Source: an optimization exercise on an open RTL-to-GDS flow (aim: small area, a short achievable clock period and few clock cycles per item). Production flows keep margins and buffers that such runs may drop. The RTL was checked by simulation tests, not by an equivalence proof against the original design.

## flow/run.sh

```bash
#!/bin/bash
# synth_recipe.tcl (not shown) runs the flow's synth.tcl, then flattens the netlist and writes it again
# the make line also repeats each setting of config.mk as NAME=value (left out here)
make -C /OpenROAD-flow-scripts/flow DESIGN_CONFIG=/design/flow/config.mk WORK_HOME=/design/flow/orfs CLKGATE_MAP_FILE= SYNTH_SCRIPT=/design/flow/synth_recipe.tcl finish
```

## flow/design.v

```verilog
package eeg_pkg;
    localparam int OPERAND_W = 31;
    localparam int COEF_W    = 32;
endpackage
module eeg_ctrl (
    input  logic i_clk,
    input  logic i_rst_n,
    input  logic i_req_valid,
    output logic o_req_stall,
    output logic o_rsp_valid,
    input  logic i_rsp_stall,
    input  logic i_r1_zero,    
    input  logic i_ge1,        
    input  logic i_ge2,        
    output logic o_load,       
    output logic o_go_up,      
    output logic o_sub,        
    output logic o_last,       
    output logic o_init        
);
    logic [4:0] r_lvl;
    logic       r_up;
    logic       r_busy;
    logic       w_take;
    assign o_load  = i_req_valid && !r_busy;
    assign o_go_up = r_up && i_ge2;
    assign o_sub   = i_ge1 && !o_go_up;
    assign o_last  = !o_go_up && (r_lvl == 5'd0);
    assign o_init  = o_load || (o_last && r_up && !i_ge1);
    assign o_rsp_valid = r_busy && i_r1_zero;
    assign o_req_stall = r_busy;
    assign w_take      = o_rsp_valid && !i_rsp_stall;
    always_ff @(posedge i_clk) begin
        if (o_load) begin
            r_lvl <= 5'd0;
        end else if (o_go_up) begin
            r_lvl <= r_lvl + 5'd1;
        end else if (!o_last) begin
            r_lvl <= r_lvl - 5'd1;
        end
        r_up <= o_load || o_go_up || o_last;
    end
    always_ff @(posedge i_clk) begin
        if (!i_rst_n) begin
            r_busy <= 1'b0;
        end else if (o_load) begin
            r_busy <= 1'b1;
        end else if (w_take) begin
            r_busy <= 1'b0;
        end
    end
endmodule
module eeg_dp (
    input  logic        i_clk,
    input  logic [30:0] i_a,
    input  logic [30:0] i_b,
    input  logic        i_load,
    input  logic        i_go_up,
    input  logic        i_sub,
    input  logic        i_last,
    input  logic        i_init,
    output logic        o_r1_zero,
    output logic        o_ge1,
    output logic        o_ge2,
    output logic [94:0] o_rsp
);
    logic [30:0] r_r0, r_sr;
    logic [31:0] r_x0, r_sx, r_y0, r_sy;
    logic [31:0] w_dr;
    logic [30:0] w_remr;
    logic [31:0] w_remx, w_remy;
    assign w_dr   = {1'b0, r_r0} - {1'b0, r_sr};
    assign o_ge1  = !w_dr[31];
    assign o_ge2  = !r_sr[30] && (r_r0 >= {r_sr[29:0], 1'b0});
    assign w_remr = i_sub ? w_dr[30:0] : r_r0;
    assign w_remx = i_sub ? r_x0 - r_sx : r_x0;
    assign w_remy = i_sub ? r_y0 - r_sy : r_y0;
    always_ff @(posedge i_clk) begin
        if (i_load) begin
            r_r0 <= i_a;
            r_sr <= i_b;
        end else if (i_go_up) begin
            r_sr <= {r_sr[29:0], 1'b0};
        end else if (i_last) begin
            r_r0 <= r_sr;
            r_sr <= w_remr;
        end else begin
            r_r0 <= w_remr;
            r_sr <= {1'b0, r_sr[30:1]};
        end
    end
    always_ff @(posedge i_clk) begin
        if (i_init) begin
            r_x0 <= 32'd1;
            r_sx <= 32'd0;
            r_y0 <= 32'd0;
            r_sy <= 32'd1;
        end else if (i_go_up) begin
            r_sx <= {r_sx[30:0], 1'b0};
            r_sy <= {r_sy[30:0], 1'b0};
        end else if (i_last) begin
            r_x0 <= r_sx;
            r_sx <= w_remx;
            r_y0 <= r_sy;
            r_sy <= w_remy;
        end else begin
            r_x0 <= w_remx;
            r_sx <= {r_sx[31], r_sx[31:1]};
            r_y0 <= w_remy;
            r_sy <= {r_sy[31], r_sy[31:1]};
        end
    end
    assign o_r1_zero = (r_sr == 31'd0);
    assign o_rsp     = {r_x0, r_y0, r_r0};
endmodule
module extended_euclid_gcd_unit (
    input  logic        i_clk,
    input  logic        i_rst_n,
    input  logic        i_req_valid,
    output logic        o_req_stall,
    input  logic [61:0] i_req,
    output logic        o_rsp_valid,
    input  logic        i_rsp_stall,
    output logic [94:0] o_rsp
);
    logic w_load, w_go_up, w_sub, w_last, w_init;
    logic w_r1_zero, w_ge1, w_ge2;
    eeg_ctrl u_ctrl (
        .i_clk       (i_clk),
        .i_rst_n     (i_rst_n),
        .i_req_valid (i_req_valid),
        .o_req_stall (o_req_stall),
        .o_rsp_valid (o_rsp_valid),
        .i_rsp_stall (i_rsp_stall),
        .i_r1_zero   (w_r1_zero),
        .i_ge1       (w_ge1),
        .i_ge2       (w_ge2),
        .o_load      (w_load),
        .o_go_up     (w_go_up),
        .o_sub       (w_sub),
        .o_last      (w_last),
        .o_init      (w_init)
    );
    eeg_dp u_dp (
        .i_clk     (i_clk),
        .i_a       (i_req[61:31]),
        .i_b       (i_req[30:0]),
        .i_load    (w_load),
        .i_go_up   (w_go_up),
        .i_sub     (w_sub),
        .i_last    (w_last),
        .i_init    (w_init),
        .o_r1_zero (w_r1_zero),
        .o_ge1     (w_ge1),
        .o_ge2     (w_ge2),
        .o_rsp     (o_rsp)
    );
endmodule
```

## flow/config.mk

```make
export PLATFORM = sky130hd
export DESIGN_NAME = extended_euclid_gcd_unit
export DESIGN_NICKNAME = extended_euclid_gcd_unit
export VERILOG_FILES = /design/flow/design.v
export SDC_FILE = /design/flow/constraint.sdc
export NUM_CORES = 4
export LEC_CHECK = 0
export ABC_CLOCK_PERIOD_IN_PS = 3000
export CAP_MARGIN = 20
export CORE_MARGIN = 2
export CORE_UTILIZATION = 40
export SLEW_MARGIN = 20
```

## flow/constraint.sdc

```tcl
create_clock -name core_clock -period 8.0 [get_ports {i_clk}]
set_input_delay 1.6000 -clock core_clock [delete_from_list [all_inputs] [get_ports {i_clk}]]
set_output_delay 1.6000 -clock core_clock [all_outputs]
set_load 0.01 [all_outputs]
```

==> results of run 1 <==
## path summary, 6_finish.rpt
kind | startpoint | end | slack [ns]
worst max register to register | u_dp.r_sr[3] | u_dp.r_r0[20] | 3.03
worst min register to register | u_dp.r_sy[20] | u_dp.r_sy[21] | 0.45
worst min-delay path | u_dp.r_sy[20] | u_dp.r_sy[21] | 0.45
worst max-delay path | u_dp.r_sr[3] | u_dp.r_r0[20] | 3.03
## metal layers
layer | track usage | routed length (um) | vias to the layer above
met5 | 0 | 0 | -
met4 | 0.0779 | 1190 | 0
met3 | 0.0342 | 2580 | 70
met2 | 0.405 | 23500 | 451
met1 | 0.322 | 23300 | 7513
li1 | - | - | 7758
## per-stage QoR
step	setup WS, ns	cell area (sq um)	cells	utilization
after floorplan	4.23	15800	2085	-
after global placement	3.15	17700	2654	0.457
after detailed placement	3.14	17700	2654	0.457
after CTS	3.10	18300	2686	0.472
after global routing	2.70	18300	2687	0.472
final	3.03	18300	2687	0.472
## registers in the layout, summed over array words and instances, names as in the netlist
register and flops:
u_dp.r_sx 32, u_dp.r_y0 32, u_dp.r_sr 31, u_dp.r_r0 31, u_dp.r_sy 32, u_dp.r_x0 32, u_ctrl.r_lvl 5, u_ctrl.r_up 1
u_ctrl.r_busy 1
## cell usage after synthesis (6+ instances only)
| master | instances |
|---|---|
| mux2i_1 | 58 |
| buf_2 | 23 |
| o21a_1 | 28 |
| nand4_1 | 22 |
| ha_1 | 126 |
| o31ai_1 | 11 |
| o21ai_1 | 6 |
| nand2b_1 | 18 |
| nor2b_1 | 14 |
| clkbuf_1 | 89 |
| a211oi_1 | 59 |
| inv_1 | 116 |
| a311oi_1 | 21 |
| o211ai_1 | 34 |
| dfxtp_1 | 166 |
| buf_1 | 9 |
| o2111ai_1 | 7 |
| buf_4 | 6 |
| nand2_1 | 187 |
| a31o_2 | 7 |
| xor2_1 | 35 |
| a221oi_1 | 9 |
| edfxtp_1 | 31 |
| a211o_1 | 9 |
| a31oi_1 | 20 |
| nand3_1 | 58 |
| and3_1 | 13 |
| xnor2_1 | 39 |
| and2_1 | 6 |
| nor2_1 | 237 |
| nor4_1 | 12 |
| o21ai_0 | 166 |
| a21o_1 | 49 |
| a21oi_1 | 234 |
| nor3_1 | 36 |
| a21boi_0 | 6 |
| o21bai_1 | 12 |
| a2111oi_0 | 11 |
## area by class of cell
cell class                      instances  area share
Multi-Input combinational cell       1643       0.579
Sequential cell                       197       0.233
Timing Repair Buffer                  180      0.0969
Tap cell                              518      0.0354
Inverter                              117      0.0241
Clock buffer                           18      0.0240
Clock inverter                         14     0.00786
## cell families (layout without fill, tap and decap cells)
group           count (synthesis)  after routing  share of synthesized area
compound gates                749            749                      0.305
simple gates                  627            627                      0.177
buf+inv                       245            329                     0.0617
flops                         197            197                      0.270
fa+ha+maj                     130            130                      0.105
xor+xnor                       74             74                     0.0411
mux                            63             63                     0.0404
## layout by cell type (no fill, tap or decap), types with 59 or more instances in the layout
cell type        Yosys  final
dfxtp_1            166    166
a211oi_1            59     59
ha_1               126    126
o21ai_0            166    166
a21oi_1            234    234
nor2_1             237    235
nand2_1            187    186
clkdlybuf4s50_1      0    162
inv_1              116    116
## worst max-delay path: cells and delay by family (launching register included)
family,cells,cell delay [ns]
flops,1,0.40
buf+inv,3,1.19
simple gates,1,0.74
fa+ha+maj,1,0.31
compound gates,8,2.01
==> results.txt, run 1 <==
CTS root buffer clkbuf_16; fin crit period approximately 5.0 ns; Setup Viol. Count Final 0; DRT Pass-1 Iters 5; Clock Skew 0.0104 ns; Synth async-reset ratio 0; Setup CP Type reg2reg; CTS tree yes; post-CTS sizing 0; Critical Path AT 5.15 ns; number of max-cap violations 0; Post-CTS Setup Inserts 0; P&R area growth vs syn 16.0%; number of hold violations in the final report 0; CTS Buf Count 17; EDFF count, synth 31; number of unique standard cell types used by synthesis 83; # DRC 0; Worst R2R Path Depth 13; row count 72; Nets 2,352; antenna violations before repair 0; vias in the first global route 15,194; Min-Delay Path Depth 2; Worst-path clk slew 0.08 ns; RSZ-0062 raised after global routing false; grt ovf 0; CP Capture Type register; final worst-path cycle share 0.621; Hold/Removal Path Class reg2reg; wire length of the first global-routing pass 80.9 mm; H-tree Lvls 4; Seq/Total Area, Yosys 0.270; worst slew pin tran 1.16 ns; Initial Util 0.407; I/O Pins 163; CP Cell Sequence inv_1 -> ha_1 -> a2111oi_0 -> a211oi_1 -> o311ai_1 -> a31oi_4 -> inv_4 -> nand2_1 -> buf_4 -> o21ai_0 -> a21oi_1 -> a21oi_1 -> o21ai_0; Ys Warns 2; Die Span Y 203 um; layout cells sized above 1 0.0401; Avg Cell Area, Syn approximately 7.6 sq um; DR vias/cell 5.88; Vias 15,792; Synth area leaders dfxtp_1, ha_1, a21oi_1, edfxtp_1, nor2_1; layout filler cell count between 3,000 and 4,000; hpwl dp 35.8 mm; die width 203 um; Routed WL 50.5 mm; cell area after synthesis roughly 16,000 sq um; Yosys top cell area share 0.211; CP max stage delay between 0.7 and 0.8 ns; PortBufs 162; Wirelength per Cell 18.8 um; RePlAce Congestion 0.912; Yosys reg bits 197; post-synth top area cell dfxtp_1; DR iter-0 viols 1,106; worst hold margin 0.455 ns; Bufs on Longest Clock Path 2; outcome timing/DRC/antenna clean; clk sinks 197; register area 4250 sq um; Required @ worst endpoint 8.18 ns; total track usage 0.242; Post-Syn Nets 2,281; Die Area 41,000 sq um; slew margin rel. 0.225; antenna-violating nets left 0; pin count of the biggest net entering global routing 83; CP startpoint kind register; worst-skew pair later-pin latency 0.46 ns; multi-input logic area approximately 11,000 sq um; core box area approximately 39,000 sq um; Max Slew Vio Count 0; Critical Path Fanout Max 67; # hold bufs at CTS 0; ant diodes 0; fmax 0.201 GHz; synthesized instance count 2,085; Setup TNS 0 ns; Synth Flop Type dfxtp_1; Worst path slowest cell nand2_1
Testbench counts, summed over its fixed seeds: cycles 68,627, items 1,200.
==> run 2, diff against run 1 <==
--- a/flow/config.mk
+++ b/flow/config.mk
@@ -5,7 +5,7 @@
 export SDC_FILE = /design/flow/constraint.sdc
 export NUM_CORES = 4
 export LEC_CHECK = 0
-export ABC_CLOCK_PERIOD_IN_PS = 3000
+export ABC_AREA = 1
 export CAP_MARGIN = 20
 export CORE_MARGIN = 2
 export CORE_UTILIZATION = 40
==> run 2 against run 1 <==
Against the previous run:
- global-route usage rose by 3.6 points
- utilization fell by 1.3 points
- die area rose by 20%
- register-to-register slack improved by 0.24 ns
- via count rose by 30%
- maximum frequency rose by 5.1%
- synthesized area rose by 20%
- synthesized cell count rose by 61%
- worst hold slack improved by 0.014 ns
- sequential share of layout area fell by 3.4 points
- cell count rose by 51%
- critical path type unchanged
==> results.txt, run 2 <==
Yosys top cell area share 0.246; fin crit period roughly 4.7 ns; RSZ-0062 raised after global routing false; wire length of the first global-routing pass 109 mm; Hold Crit Endpoint u_dp.r_sr[20]; multi-input logic area 11,700 sq um; CTS root buffer clkbuf_16; Worst Hold Launch u_dp.r_sr[19]; grt ovf 0; Critical Path AT between 5 and 6 ns; row count 79; final worst-path cycle share 0.591; CTS tree yes; Die Span Y 221 um; synthesized instance count 3,352; DRT Pass-1 Iters 21; Setup CP Type reg2reg; Seq/Total Area, Yosys 0.225; Hold/Removal Path Class reg2reg; CTS Buf Count 17; Max Slew Vio Count 0; Worst-path clk slew 0.08 ns; P&R area growth vs syn 13.4%; cell area after synthesis 18,900 sq um; post-CTS sizing 0; total track usage 0.279; Bufs on Longest Clock Path 2; number of unique standard cell types used by synthesis 36; Nets 3,631; EDFF count, synth 31; register area 4250 sq um; most instantiated cells after synthesis nand2_1, inv_1, nand3_1; Initial Util 0.405; Yosys reg bits 197; # hold bufs at CTS 0; Worst Setup SP u_dp.r_sr[1]; die width approximately 220 um; I/O Pins ~160; commonest non-fill, non-tap cells in the layout nand2_1, inv_1, nand3_1; outcome timing/DRC/antenna clean; vias in the first global route roughly 20,000; worst flop-to-flop path endpoint u_dp.r_y0[15]; Avg Cell Area, Syn between 5 and 6 sq um; worst hold margin 0.469 ns; Ys Warns 2; reg2reg setup slack about 3.3 ns; antenna-violating nets left 0; hpwl dp 51.4 mm; Post-Syn Nets roughly 3,500; Synth async-reset ratio 0; R2R Path Start u_dp.r_sr[1]; Die Area between 40,000 and 50,000 sq um; Clock Skew 0.0182 ns; worst-skew pair later-pin latency 0.51 ns; number of hold violations in the final report 0; Post-CTS Setup Inserts 0; DR iter-0 viols roughly 1,500; ant diodes 0; Synth area leaders nand2_1, dfxtp_1, inv_1, nand3_1, ha_1; layout filler cell count 5,158; Critical Path Fanout Max 91; DR vias/cell roughly 5; Required @ worst endpoint 8.37 ns; slew margin rel. 0.303; worst slew pin tran 1.05 ns; Routed WL 68.1 mm; fin area roughly 21,000 sq um; top-count cell post-synth nand2_1; fmax approximately 0.21 GHz; H-tree Lvls 4; Min-Delay Path Depth 2; RePlAce Congestion 0.974; antenna violations before repair 0; Wirelength per Cell 16.8 um; PortBufs 162; CP Capture Type register; Placed Cells between 4,000 and 5,000; Vias 20,592; Worst R2R Path Depth 16; Setup Viol. Count Final 0; # DRC 0; most common cell after layout, fill and taps aside nand2_1; pin count of the biggest net entering global routing 104; post-synth top area cell nand2_1; clk sinks 197; layout cells sized above 1 0.0194; core box area 46,700 sq um; Synth Flop Type dfxtp_1; dpl cell area 20,800 sq um; number of max-cap violations 0; Non-Filler Instances 4,055; Setup TNS 0 ns; CP startpoint kind register
[run 2: per-layer routing]
layer | part of all wire | wire (um) | track usage
met5 | 0 | 0 | 0
met4 | 0.027 | 1820 | 0.0948
met3 | 0.052 | 3560 | 0.0402
met2 | 0.47 | 32200 | 0.481
met1 | 0.45 | 30500 | 0.356
[run 2: critical path, cell delays in order, from the launching register on]
cell	delay [ns]
dfxtp_1	0.42
inv_1	0.14
ha_1	0.32
inv_1	0.06
nor2_1	0.03
o21ai_0	0.21
nand3_1	0.16
nand2_1	0.09
nand2_1	0.06
nand2_1	0.07
nand2_2	0.22
nand2_8	0.45
buf_4	0.55
nand4_1	0.27
nand2_4	0.82
buf_4	0.52
a21oi_1	0.09
[run 2: final cells by class]
class / count / share of cell area
Clock inverter: 13 / 0.00683
Multi-Input combinational cell: 2404 / 0.545
Tap cell: 607 / 0.0354
Timing Repair Buffer: 177 / 0.0809
Inverter: 638 / 0.112
Clock buffer: 19 / 0.0211
Sequential cell: 197 / 0.198
[run 2: how the worst max path moves through the flow]
stage,end,slack [ns],depth (start not counted)
after detailed placement,u_dp.r_sr[9],3.36,10
final,u_dp.r_y0[15],3.27,16
after global routing,u_dp.r_y0[15],2.93,12
after CTS,u_dp.r_y0[15],3.38,12
after floorplan,u_dp.r_sr[27],4.87,7
after global placement,u_dp.r_y0[12],3.49,16
[run 2: logic make-up (layout without fill, tap and decap cells)]
group	after synthesis	after routing	synth area share
AOI/OAI and AO/OA	289	289	0.0783
xor gates and xnor gates	47	47	0.0218
adders and majority gates	130	130	0.0876
buffers and inverters	751	847	0.159
DFF	197	197	0.225
and+or+nand+nor	1938	1938	0.428
[run 2: through the flow]
stage,worst slack (ns),utilization
after floorplan,4.87,-
after global placement,3.49,0.447
after detailed placement,3.36,0.447
after CTS,3.38,0.460
after global routing,2.93,0.460
final,3.27,0.460
==> run 3, diff against run 2 <==
--- a/flow/config.mk
+++ b/flow/config.mk
@@ -5,8 +5,8 @@
 export SDC_FILE = /design/flow/constraint.sdc
 export NUM_CORES = 4
 export LEC_CHECK = 0
-export ABC_AREA = 1
 export CAP_MARGIN = 20
 export CORE_MARGIN = 2
 export CORE_UTILIZATION = 40
+export SETUP_SLACK_MARGIN = 4
 export SLEW_MARGIN = 20
==> run 3 against run 2 <==
Against the previous run:
- critical path depth decreased by 6
- clock skew decreased by 0.0083 ns
- worst hold slack got worse by 0.014 ns
- highest routed layer unchanged
==> results.txt, run 3 <==
Worst R2R Path Depth 10; Initial Util 0.407; Critical Path Fanout Max 16; Post-Syn Nets about 2,300; Yosys reg bits 197; commonest non-fill, non-tap cells in the layout a21oi_1, nor2_1, nand2_1; Max Slew Vio Count 0; DR vias/cell just under 6; CP Cell Sequence inv_1 -> ha_1 -> a2111oi_0 -> a211oi_2 -> o311ai_2 -> a31oi_4 -> buf_4 -> buf_4 -> nor2_2 -> a2111oi_0; Setup Viol. Count Final 0; Wirelength per Cell 19.3 um; hpwl dp 35.8 mm; row count 72; RSZ-0062 raised after global routing true; CP top delay family compound AO/OA/AOI/OAI gates; Nets 2,373; number of unique standard cell types used by synthesis between 80 and 90; post-synth top area cell dfxtp_1; reg2reg setup slack 4.01 ns; CP Capture Type register; number of max-cap violations 0; CP startpoint kind register; Clock Skew 0.00989 ns; Synth Flop Type dfxtp_1; Ys Warns 2; final worst-path cycle share 0.499; slew margin rel. 0.237; Routed WL 52.4 mm; wire length of the first global-routing pass 81.7 mm; layout cells sized above 1 0.0534; Worst path slowest cell nor2_2; worst-skew pair later-pin latency 0.46 ns; Hold/Removal Path Class reg2reg; Hold Crit Endpoint u_dp.r_sy[21]; Worst Path Buf+Inv 3; core box area 38,700 sq um; Required @ worst endpoint between 8 and 9 ns; PortBufs 162; fin crit period 3.99 ns; antenna violations before repair 0; Die Area ~40,000 sq um; Place WS 3.14 ns; die width 203 um; fmax 0.251 GHz; EDFF count, synth 31; pin count of the biggest net entering global routing between 80 and 90; H-tree Lvls 4; I/O Pins 163; Vias 16,009; layout filler cell count 3,884; top-count cell post-synth nor2_1; multi-input logic area 10,700 sq um; antenna-violating nets left 0; number of hold violations in the final report 0; vias in the first global route 15,238; DRT Pass-1 Iters 7; outcome timing/DRC/antenna clean; P&R area growth vs syn 17.9%; # hold bufs at CTS 0; Setup CP Type reg2reg; CP max stage delay 0.88 ns; Setup TNS 0 ns; final setup margin 4.01 ns; R2R Path Start u_dp.r_sr[3]; register area 4250 sq um; most instantiated cells after synthesis nor2_1, a21oi_1, nand2_1; Synth async-reset ratio 0; total track usage 0.245; CTS root buffer clkbuf_16; Critical Path AT 4.26 ns; Bufs on Longest Clock Path 2; DR iter-0 viols 1,111; Worst Hold Launch u_dp.r_sy[20]; ant diodes 0; Seq/Total Area, Yosys 0.270; Die Span Y 203 um; Avg Cell Area, Syn 7.56 sq um; CTS Buf Count 17; worst flop-to-flop path endpoint u_dp.r_y0[22]; worst slew pin tran between 1 and 1.5 ns; Min-Delay Path Depth 2; clk sinks 197; synthesized instance count between 2,000 and 2,500; Yosys top cell area share 0.211; RePlAce Congestion 0.912; Synth area leaders dfxtp_1, ha_1, a21oi_1, edfxtp_1, nor2_1; Worst-path clk slew 0.08 ns; CTS tree yes; cell area after synthesis 15,800 sq um; grt ovf 0; Worst Setup SP u_dp.r_sr[3]; # DRC 0
==> run 3: cell types whose count changed after synthesis, sizes merged, moves of 84 or more <==
cell	previous run	this run
inv	637	117
nand2	1249	187
nor2	153	237
o21ai	40	172
nand3	439	59
==> run 3: kinds of logic after synthesis <==
group	after synthesis	share of synthesized area
xor+xnor	74	0.0411
compound gates	749	0.305
flops	197	0.270
simple gates	627	0.177
fa+ha+maj	130	0.105
buf+inv	245	0.0617
mux	63	0.0404
==> run 3: layer usage <==
| layer | vias up | track usage | routed length (um) |
|---|---|---|---|
| met2 | 499 | 0.408 | 24400 |
| met3 | 71 | 0.0343 | 2570 |
| li1 | 7808 | - | - |
| met5 | - | 0 | 0 |
| met4 | 0 | 0.0821 | 1400 |
| met1 | 7631 | 0.326 | 24000 |
==> run 3: worst max-delay path by stage <==
stage / endpoint / depth (start not counted)
final: u_dp.r_y0[22] / 10
after detailed placement: u_dp.r_r0[20] / 12
after floorplan: u_ctrl.r_lvl[4] / 15
after global placement: u_dp.r_r0[20] / 13
after global routing: u_dp.r_y0[24] / 9
after CTS: u_dp.r_sy[12] / 12
==> run 3: cell type report <==
| cell class | count | share of cell area |
|---|---|---|
| multi-input cells | 1646 | 0.576 |
| inverters | 117 | 0.0242 |
| well taps | 518 | 0.0349 |
| repair buffers | 198 | 0.105 |
| clock buffers | 18 | 0.0236 |
| flip-flops and latches | 197 | 0.229 |
| clock inverters | 14 | 0.00774 |
==> run 3: per-stage QoR <==
stage                     utilization  area [sq um]  hold WS, ns  cells
final                           0.480         18600        0.456   2708
after global routing            0.480         18600        0.471   2708
after global placement          0.457         17700        0.440   2654
after detailed placement        0.457         17700        0.444   2654
after CTS                       0.476         18400        0.456   2700
after floorplan                     -         15800        0.432   2085
==> run 3: worst reg2reg max path: cells and delay by family, from the launching register on <==
family	cells	cell delay (ns)
flip-flops	1	0.39
adder cells (fa/ha/maj)	1	0.32
buffers and inverters	3	0.51
AND/OR/NAND/NOR	1	0.88
AO/OA/AOI/OAI	5	1.70
==> run 3: repair_timing <==
| action | CTS | global route |
|---|---|---|
| pin swaps | 4 | 4 |
| endpoints found under the setup margin | 217 | 168 |
| gates resized for setup | 11 | 19 |
| gates cloned | 2 | 2 |
| setup buffers | 12 | 6 |
==> run 4, diff against run 3 <==
--- a/flow/config.mk
+++ b/flow/config.mk
@@ -8,5 +8,4 @@
 export CAP_MARGIN = 20
 export CORE_MARGIN = 2
 export CORE_UTILIZATION = 40
-export SETUP_SLACK_MARGIN = 4
 export SLEW_MARGIN = 20
==> run 4 against run 3 <==
Against the previous run:
- via count down 1.4%
- critical endpoint is now u_dp.r_r0[20]
- utilization down 0.75 points
- highest routed layer unchanged
- largest cell class unchanged
- first-iteration DRC count down 0.45%
- cell count down 0.78%
- non-clock buffer count down 18
- die area unchanged
- still clean
==> results.txt, run 4 <==
Synth area leaders dfxtp_1, ha_1, a21oi_1, edfxtp_1, nor2_1; slew margin rel. 0.225; post-CTS sizing 0; number of hold violations in the final report 0; Post-Route M1 WL ~23 mm; Avg Cell Area, Syn 7.56 sq um; DRT Pass-1 Iters 5; hpwl dp 35.8 mm; fin crit period about 5.0 ns; Setup CP Type reg2reg; CTS root buffer clkbuf_16; grt ovf 0; Non-Filler Instances 2,687; reg2reg setup slack slightly above 3 ns; Nets 2,352; PortBufs between 150 and 200; number of max-cap violations 0; P&R area growth vs syn 16.0%; post-synthesis compound-gate area fraction 0.305; CP max stage delay roughly 0.74 ns; highest routed layer met4; H-tree Lvls 4; ant diodes 0; worst-skew pair later-pin latency 0.46 ns; RSZ-0062 raised after global routing false; Max Slew Vio Count 0; DR WL met2 roughly 24 mm; clk sinks 197; Seq/Total Area, Yosys 0.270; antenna violations before repair 0; CTS Buf Count 17; Initial Util 0.407; Clock Skew 0.0104 ns; die width around 200 um; wire length of the first global-routing pass 80.9 mm; post-synthesis mux area share 0.0404; outcome timing/DRC/antenna clean; Setup Viol. Count Final 0; Critical Path AT 5.15 ns; # hold bufs at CTS 0; post-synth top area cell dfxtp_1; worst hold margin ~0.45 ns; largest family of logic cells by synthesized area compound AO/OA/AOI/OAI gates; DR iter-0 viols between 1,000 and 1,500; most common cell after layout, fill and taps aside nor2_1; Yosys reg bits slightly below 200; routed wl met3 2.58 mm; CP top delay family compound AO/OA/AOI/OAI gates; CP Capture Type register; CTS tree yes; Synth Flop Type dfxtp_1; CP startpoint kind register; Worst Hold Launch u_dp.r_sy[20]; Die Area 41,000 sq um; number of unique standard cell types used by synthesis 83; Wirelength per Cell 18.8 um; Required @ worst endpoint 8.18 ns; # DRC 0; Bufs on Longest Clock Path 2; Routed WL about 50 mm; Hold Crit Endpoint u_dp.r_sy[21]; Post-Syn Nets about 2,300; R2R Path Start u_dp.r_sr[3]; Die Span Y 203 um; Yosys top cell area share 0.211; Synth async-reset ratio 0; CP Cell Sequence inv_1 -> ha_1 -> a2111oi_0 -> a211oi_1 -> o311ai_1 -> a31oi_4 -> inv_4 -> nand2_1 -> buf_4 -> o21ai_0 -> a21oi_1 -> a21oi_1 -> o21ai_0; Worst path slowest cell nand2_1; Worst Path Buf+Inv 3; row count around 70; total track usage 0.242; antenna-violating nets left 0; worst flop-to-flop path endpoint u_dp.r_r0[20]; EDFF count, synth 31; Synth Area in XOR/XNOR 0.0411; layout cells sized above 1 0.0401; I/O Pins 163; Post-Synth Adder-Cell Area 0.105; fmax 0.201 GHz; pin count of the biggest net entering global routing 83; vias in the first global route 15,194; final worst-path cycle share 0.621; Worst-path clk slew roughly 0.080 ns; Placed Cells 2,654; synthesized instance count 2,085; most instantiated cells after synthesis nor2_1, a21oi_1, nand2_1; top-count cell post-synth nor2_1; Min-Delay Path Depth 2; Setup TNS 0 ns; Ys Warns 2; DR vias/cell 5.88; commonest non-fill, non-tap cells in the layout nor2_1, a21oi_1, nand2_1; RePlAce Congestion 0.912; Vias 15,792; Post-CTS Setup Inserts 0; cell area after synthesis 15,800 sq um; core box area 38,700 sq um; Critical Path Fanout Max 67; Worst R2R Path Depth 13; worst slew pin tran around 1.2 ns; Hold/Removal Path Class reg2reg; simple-gate area share of the yosys netlist 0.177
-- run 4: cell type report --
type / instances / area [sq um]
Clock buffer: 18 / 439
Timing Repair Buffer: 180 / 1770
Multi-Input combinational cell: 1643 / 10600
Clock inverter: 14 / 144
Inverter: 117 / 442
Fill cell: 3897 / 20400
Tap cell: 518 / 648
Sequential cell: 197 / 4250
-- run 4: how the worst max path moves through the flow --
| stage | from | end | slack (ns) | depth (start not counted) |
|---|---|---|---|---|
| global route | u_dp.r_r0[4] | u_dp.r_r0[20] | 2.70 | 12 |
| finish | u_dp.r_sr[3] | u_dp.r_r0[20] | 3.03 | 13 |
| global placement | u_dp.r_sr[3] | u_dp.r_r0[20] | 3.15 | 13 |
| floorplan | u_dp.r_r0[4] | u_ctrl.r_lvl[4] | 4.23 | 15 |
| detailed placement | u_dp.r_r0[4] | u_dp.r_r0[20] | 3.14 | 12 |
| CTS | u_dp.r_sr[3] | u_dp.r_r0[20] | 3.10 | 13 |
-- run 4: routing by layer --
metal / vias up / GRT usage
met3: 70 / 0.0342
met5: - / 0
met2: 451 / 0.405
li1: 7758 / -
met4: 0 / 0.0779
met1: 7513 / 0.322
-- run 4: worst register-to-register path, cell delays in order (launching register included) --
cell and delay, ns:
dfxtp_1 0.40, inv_1 0.12, ha_1 0.31, a2111oi_0 0.38, a211oi_1 0.19, o311ai_1 0.71, a31oi_4 0.33, inv_4 0.63
nand2_1 0.75, buf_4 0.46, o21ai_0 0.10, a21oi_1 0.06, a21oi_1 0.16, o21ai_0 0.08
-- run 4: logic make-up after synthesis --
| kind of cell | Yosys count |
|---|---|
| AO/OA/AOI/OAI | 749 |
| AND/OR/NAND/NOR | 627 |
| buffers and inverters | 245 |
| flip-flops | 197 |
| adder cells (fa/ha/maj) | 130 |
| XOR/XNOR | 74 |
| multiplexers | 63 |
-- run 4: per-stage QoR --
step	setup slack, ns	util	instance area [sq um]
2_1_floorplan	4.23	-	15800
3_3_place_gp	3.15	0.457	17700
3_5_place_dp	3.14	0.457	17700
4_1_cts	3.10	0.472	18300
5_1_grt	2.70	0.472	18300
6_report	3.03	0.472	18300

==> separate check: timing with driven ports <==
Ports are ideal in the flow. The routed layouts listed here were re-timed in OpenROAD.
Step 1, drivers: a clkbuf_16 drives i_clk and a buf_2 each remaining input, both assumed.
Step 2 also shifts input and output timing later by t, the mid clock arrival at the registers, as if the neighbouring blocks saw the same clock.
a / b / c = ideal / step 1 / step 2; a / b = the first two.
| run | shift t [ns] | slack for setup (ns) | worst slew at a driven data input, ns |
|---|---|---|---|
| run 1 | 0.512 | 3.031 / 3.031 / 3.031 | 0.04 |
| run 2 | 0.560 | 3.272 / 3.272 / 3.272 | 0.07 |
| run 3 | 0.514 | 4.011 / 4.011 / 3.826 | 0.04 |
| run 4 | 0.512 | 3.031 / 3.031 / 3.031 | 0.04 |
After both steps setup and hold are still met in every run listed. For run 3, which loses most, drivers alone change the setup slack by 0.000 ns; drivers and shift together by -0.185 ns.
